Context: an optimization exercise on an open-source flow, tuned for small area and a short achievable clock period. The choices shown serve that exercise and are no tape-out recipe.
Where RTL was checked, it was by simulation tests only, not by an equivalence proof against the original.

Design bits_instruction_cache, start of the top module:
module bits_instruction_cache
(
  input logic clk,
  input logic resetB,
  input logic mem_req,
  output logic mem_ack,
  input bits_pkg::word_t instruction_word,
  input bits_pkg::byte_mask_t valid_bytes,
  input bits_pkg::take_code_t instruction_process,
  output bits_pkg::cache_t instruction_cache,
  output logic space_available
);
  logic load_valid;
  logic [BYTE_COUNT_BITS-1:0] load_bytes;
  logic load_taken;
  bits_fill_ctrl u_fill_ctrl (
    .clk (clk),
    .resetB (resetB),
    .mem_req (mem_req),
    .valid_bytes (valid_bytes),
    .mem_ack (mem_ack),
    .space_available (space_available),
    .load_taken (load_taken),
    .load_valid (load_valid),
    .load_bytes (load_bytes)
  );
  bits_bit_buffer u_bit_buffer (
    .clk (clk),
    .resetB (resetB),
    .take (instruction_process),
    .load_valid (load_valid),
    .load_word (instruction_word),
    .load_bytes (load_bytes),
    .load_taken (load_taken),
    .instruction_cache (instruction_cache),
    .space_available (space_available)
  );
endmodule
Size in the first run: about 1500 cells after synthesis, roughly 210 I/O pins, ~11000 um^2 of cells after synthesis.
==> flow/config.mk <==
export PLATFORM = sky130hd
export DESIGN_NAME = bits_instruction_cache
export DESIGN_NICKNAME = bits_instruction_cache
export VERILOG_FILES = /design/flow/design.v
export SDC_FILE = /design/flow/constraint.sdc
export NUM_CORES = 4
export LEC_CHECK = 0
export CAP_MARGIN = 20
export CORE_MARGIN = 2
export CORE_UTILIZATION = 30
export PLACE_DENSITY = 0.45
export SETUP_SLACK_MARGIN = 1.0
export SLEW_MARGIN = 20
export SYNTH_HIERARCHICAL = 1
==> flow/constraint.sdc <==
create_clock -name core_clock -period 6.5 [get_ports {clk}]
set_input_delay 1.3000 -clock core_clock [delete_from_list [all_inputs] [get_ports {clk}]]
set_output_delay 1.3000 -clock core_clock [all_outputs]
set_load 0.01 [all_outputs]
standard.sh (not shown) runs the stock make flow with config.mk's settings and CLKGATE_MAP_FILE= SYNTH_SCRIPT=/design/flow/synth_recipe.tcl, a recipe that flattens the netlist after the stock synthesis.
==> flow/flow/run.sh <==
#!/bin/bash
# The standard layout, with every input and output port buffered by a plain
# buffer (sky130_fd_sc_hd__buf_1) instead of the delay buffer that
# buffer_ports picks on its own. The resizer may still size these up.
set -euo pipefail
export BUFFER_PORTS_ARGS="-buffer_cell sky130_fd_sc_hd__buf_1"
bash standard.sh > standard.log 2>&1
==> next run, changes <==
==> flow/run.sh (new file) <==
#!/bin/bash
# synth_recipe.tcl (not shown) runs the flow's synth.tcl, then flattens the netlist and writes it again
# the make line also repeats each setting of config.mk as NAME=value (left out here)
make -C /OpenROAD-flow-scripts/flow DESIGN_CONFIG=/design/flow/config.mk WORK_HOME=/design/flow/orfs CLKGATE_MAP_FILE= SYNTH_SCRIPT=/design/flow/synth_recipe.tcl finish
--- a/flow/config.mk
+++ b/flow/config.mk
@@ -10,5 +10,4 @@
 export CORE_UTILIZATION = 30
 export PLACE_DENSITY = 0.45
-export SETUP_SLACK_MARGIN = 1.0
 export SLEW_MARGIN = 20
 export SYNTH_HIERARCHICAL = 1
removed: flow/flow/run.sh
removed: flow/standard.sh
Outcome:
- The changed run passed the timing, design-rule and antenna checks
- first-iteration DRC count goes down by a few percent
- setup slack is worse by 0.55 ns
- fmax is lower by roughly a tenth
- register-to-register slack is worse by 0.19 ns
- hold slack gains 0.035 ns
- die area stays the same
- non-clock buffer count came out higher by 81
- sequential cell count does not change
- utilization went up by 4.4 points
Function was not checked in any run of this note: the RTL went through the layout flow alone.


The RTL this note starts from:
==> flow/design.v <==
`default_nettype none
package bits_pkg;
  localparam int CACHE_BITS = 128;
  localparam int WORD_BITS = 64;
  localparam int WORD_BYTES = 8;
  localparam int BYTE_COUNT_BITS = $clog2(WORD_BYTES + 1);
  localparam int SPACE_LIMIT = CACHE_BITS - WORD_BITS;
  localparam int TAKE_CODES = 18;
  localparam int TAKE_BITS = 5;
  typedef logic [CACHE_BITS-1:0] cache_t;
  typedef logic [WORD_BITS-1:0] word_t;
  typedef logic [WORD_BYTES-1:0] byte_mask_t;
  typedef logic [$clog2(CACHE_BITS + 1)-1:0] fill_level_t;
  typedef logic [TAKE_BITS-1:0] take_code_t;
  localparam fill_level_t LIT_BASE_BITS = 8'd11;
  localparam fill_level_t LIT_STEP_BITS = 8'd5;
  localparam int LIT_CODES = 16;
  localparam take_code_t OP_TYPE1_CODE = 5'd16;
  localparam take_code_t OP_TYPE2_CODE = 5'd17;
  localparam fill_level_t OP_TYPE1_BITS = 8'd22;
  localparam fill_level_t OP_TYPE2_BITS = 8'd18;
  typedef struct packed {
    logic valid;
    word_t word;
    fill_level_t bits;
  } fill_t;
  typedef enum logic [0:0] {
    FILL_IDLE = 1'b0,
    FILL_ACK = 1'b1
  } fill_state_e;
endpackage
`default_nettype wire
`default_nettype none
import bits_pkg::*;
module bits_fill_ctrl
(
  input logic clk,
  input logic resetB,
  input logic mem_req,
  input bits_pkg::byte_mask_t valid_bytes,
  output logic mem_ack,
  input logic space_available,
  input logic load_taken,
  output logic load_valid,
  output logic [BYTE_COUNT_BITS-1:0] load_bytes
);
  bits_pkg::fill_state_e state;
  bits_pkg::fill_state_e state_next;
  always_comb
  begin
    load_bytes = '0;
    for (int i = 0; i < WORD_BYTES; i++)
    begin
      load_bytes = load_bytes + (BYTE_COUNT_BITS)'(valid_bytes[i]);
    end
  end
  assign load_valid = (state == FILL_IDLE) && mem_req && space_available;
  always_comb
  begin
    state_next = state;
    case (state)
      FILL_IDLE:
      begin
        if (load_taken)
        begin
          state_next = FILL_ACK;
        end
      end
      FILL_ACK:
      begin
        if (!mem_req)
        begin
          state_next = FILL_IDLE;
        end
      end
      default:
      begin
        state_next = FILL_IDLE;
      end
    endcase
  end
  always_ff @(posedge clk or negedge resetB)
  begin
    if (!resetB)
    begin
      state <= FILL_IDLE;
    end
    else
    begin
      state <= state_next;
    end
  end
  assign mem_ack = (state == FILL_ACK);
endmodule
`default_nettype wire
`default_nettype none
import bits_pkg::*;
module bits_bit_buffer
(
  input logic clk,
  input logic resetB,
  input bits_pkg::take_code_t take,
  input logic load_valid,
  input bits_pkg::word_t load_word,
  input logic [BYTE_COUNT_BITS-1:0] load_bytes,
  output logic load_taken,
  output bits_pkg::cache_t instruction_cache,
  output logic space_available
);
  localparam int STAGES = 7;
  bits_pkg::fill_level_t room;
  bits_pkg::fill_level_t room_next;
  bits_pkg::fill_level_t room_delta;
  bits_pkg::fill_level_t take_len;
  logic [TAKE_CODES-1:0] take_fits;
  logic take_valid;
  logic [STAGES-1:0] load_amt;
  logic [STAGES-1:0] shift_amt;
  bits_pkg::cache_t shift_out;
  logic [WORD_BITS-1:0] keep_hi;
  function automatic bits_pkg::fill_level_t take_length(input bits_pkg::take_code_t code);
    bits_pkg::fill_level_t len;
    begin
      case (code)
      5'd0: len = 8'd11;
      5'd1: len = 8'd16;
      5'd2: len = 8'd21;
      5'd3: len = 8'd26;
      5'd4: len = 8'd31;
      5'd5: len = 8'd36;
      5'd6: len = 8'd41;
      5'd7: len = 8'd46;
      5'd8: len = 8'd51;
      5'd9: len = 8'd56;
      5'd10: len = 8'd61;
      5'd11: len = 8'd66;
      5'd12: len = 8'd71;
      5'd13: len = 8'd76;
      5'd14: len = 8'd81;
      5'd15: len = 8'd86;
      5'd16: len = 8'd22;
      5'd17: len = 8'd18;
      default: len = 8'd0;
      endcase
      take_length = len;
    end
  endfunction
  for (genvar c = 0; c < TAKE_CODES; c++)
  begin : g_fits
    assign take_fits[c] = (room <= bits_pkg::fill_level_t'(CACHE_BITS) - take_length(bits_pkg::take_code_t'(c)));
  end
  always_comb
  begin
    take_len = take_length(take);
    take_valid = 1'b0;
    if (take < bits_pkg::take_code_t'(TAKE_CODES))
    begin
      take_valid = take_fits[take];
    end
  end
  assign load_taken = load_valid && !take_valid;
  assign space_available = room[7] | room[6];
  assign load_amt = {room[7], room[5:0]};
  always_comb
  begin
    if (take_valid)
    begin
      shift_amt = take_len[STAGES-1:0];
    end
    else if (load_valid)
    begin
      shift_amt = load_amt;
    end
    else
    begin
      shift_amt = '0;
    end
  end
  logic [CACHE_BITS-1:0] stage [STAGES+1];
  for (genvar i = 0; i < WORD_BITS; i++)
  begin : g_in
    bits_muxi u_in (.s(load_taken), .a(load_word[i]), .b(instruction_cache[i]), .y(stage[0][i]));
  end
  assign stage[0][CACHE_BITS-1:WORD_BITS] = ~instruction_cache[CACHE_BITS-1:WORD_BITS];
  for (genvar s = 0; s < STAGES; s++)
  begin : g_stage
    for (genvar i = 0; i < CACHE_BITS; i++)
    begin : g_bit
      if (i >= (1 << s))
      begin : g_mux
        bits_muxi u_mux (.s(shift_amt[s]), .a(stage[s][i - (1 << s)]), .b(stage[s][i]), .y(stage[s+1][i]));
      end
      else
      begin : g_pass
        assign stage[s+1][i] = ~stage[s][i];
      end
    end
  end
  assign shift_out = stage[STAGES];
  logic [WORD_BITS-1:0] amt_le;
  logic [WORD_BITS-1:0] therm [STAGES];
  assign therm[0] = {WORD_BITS{1'b1}};
  for (genvar k = 0; k < STAGES - 1; k++)
  begin : g_therm
    for (genvar j = 0; j < (2 << k); j++)
    begin : g_bit
      if (j < (1 << k))
      begin : g_lo
        assign therm[k+1][j] = !load_amt[k] && therm[k][j];
      end
      else
      begin : g_hi
        assign therm[k+1][j] = !load_amt[k] || therm[k][j - (1 << k)];
      end
    end
  end
  assign amt_le = load_amt[STAGES-1] ? '0 : therm[STAGES-1];
  assign keep_hi = amt_le & {WORD_BITS{load_taken}};
  always_comb
  begin
    if (take_valid)
    begin
      room_delta = take_len;
    end
    else if (load_taken)
    begin
      room_delta = -bits_pkg::fill_level_t'({load_bytes, 3'b000});
    end
    else
    begin
      room_delta = '0;
    end
  end
  assign room_next = room + room_delta;
  always_ff @(posedge clk)
  begin
    for (int j = 0; j < WORD_BITS; j++)
    begin
      instruction_cache[j] <= shift_out[j];
      if (!keep_hi[j])
      begin
        instruction_cache[WORD_BITS + j] <= shift_out[WORD_BITS + j];
      end
    end
  end
  always_ff @(posedge clk or negedge resetB)
  begin
    if (!resetB)
    begin
      room <= bits_pkg::fill_level_t'(CACHE_BITS);
    end
    else
    begin
      room <= room_next;
    end
  end
endmodule
`default_nettype wire
`default_nettype none
module bits_muxi
(
  input logic s,
  input logic a,
  input logic b,
  output logic y
);
  assign y = ~(s ? a : b);
endmodule
`default_nettype wire
`default_nettype none
import bits_pkg::*;
module bits_instruction_cache
(
  input logic clk,
  input logic resetB,
  input logic mem_req,
  output logic mem_ack,
  input bits_pkg::word_t instruction_word,
  input bits_pkg::byte_mask_t valid_bytes,
  input bits_pkg::take_code_t instruction_process,
  output bits_pkg::cache_t instruction_cache,
  output logic space_available
);
  logic load_valid;
  logic [BYTE_COUNT_BITS-1:0] load_bytes;
  logic load_taken;
  bits_fill_ctrl u_fill_ctrl (
    .clk (clk),
    .resetB (resetB),
    .mem_req (mem_req),
    .valid_bytes (valid_bytes),
    .mem_ack (mem_ack),
    .space_available (space_available),
    .load_taken (load_taken),
    .load_valid (load_valid),
    .load_bytes (load_bytes)
  );
  bits_bit_buffer u_bit_buffer (
    .clk (clk),
    .resetB (resetB),
    .take (instruction_process),
    .load_valid (load_valid),
    .load_word (instruction_word),
    .load_bytes (load_bytes),
    .load_taken (load_taken),
    .instruction_cache (instruction_cache),
    .space_available (space_available)
  );
endmodule
`default_nettype wire
clock: 6.5 ns
lec_check: 0
abc_clock_period_in_ps: 4000
cap_margin: 20
core_margin: 2
core_utilization: 30
place_density: 0.45
setup_slack_margin: 2.5
slew_margin: 20
synth_hierarchical: 1
run.sh (not shown) runs the stock make flow with config.mk's settings and CLKGATE_MAP_FILE= SYNTH_SCRIPT=/design/flow/synth_recipe.tcl, a recipe that flattens the netlist after the stock synthesis.
Stock flow here: none of the scripts above is used.
Next try:
Settings changed: ABC_CLOCK_PERIOD_IN_PS 4000 to unset, SETUP_SLACK_MARGIN 2.5 to unset.
After rerunning: Design area falls by 16%; clock skew rises by 3.4 ps; setup slack degrades by 1400 ps; flip-flop and latch count is unchanged.

-- afterwards: timing with drivers on the ports --
The flow's constraints put no driver on any port. The routed layouts listed below were extracted and timed again, unchanged, in two steps.
Step 1 (the two cells are an assumption about what drives the block):
set clk [get_ports {clk}]
set_driving_cell -lib_cell sky130_fd_sc_hd__clkbuf_16 $clk
set_driving_cell -lib_cell sky130_fd_sc_hd__buf_2 [delete_from_list [all_inputs] $clk]
Step 2 moves the port delays by t, midway between the first and last clock arrival at a register: inputs arrive t later, outputs are due t later. That takes back most of the time a late clock gives input paths.
a / b / c = ideal / step 1 / step 2; a / b = the first two.
run	t (ns)	setup WS [ns]	hold slack, ns
the first run of note 1	0.510	0.989 / 1.013 / 0.503	0.558 / 0.558 / 0.558
the second run of note 1	0.506	0.439 / 0.471 / -0.035	0.593 / 0.593 / 0.593
the first run of note 2	0.548	1.678 / 1.679 / 1.130	0.592 / 0.592 / 0.592
the second run of note 2	0.526	0.268 / 0.308 / -0.218	0.586 / 0.586 / 0.586
With both steps, setup timing fails in the second run of note 1 and the second run of note 2, where it was met with ideal ports. The setup slack of the first run of note 2, which loses most, moves by +0.001 ns with the drivers and by -0.548 ns with both steps.
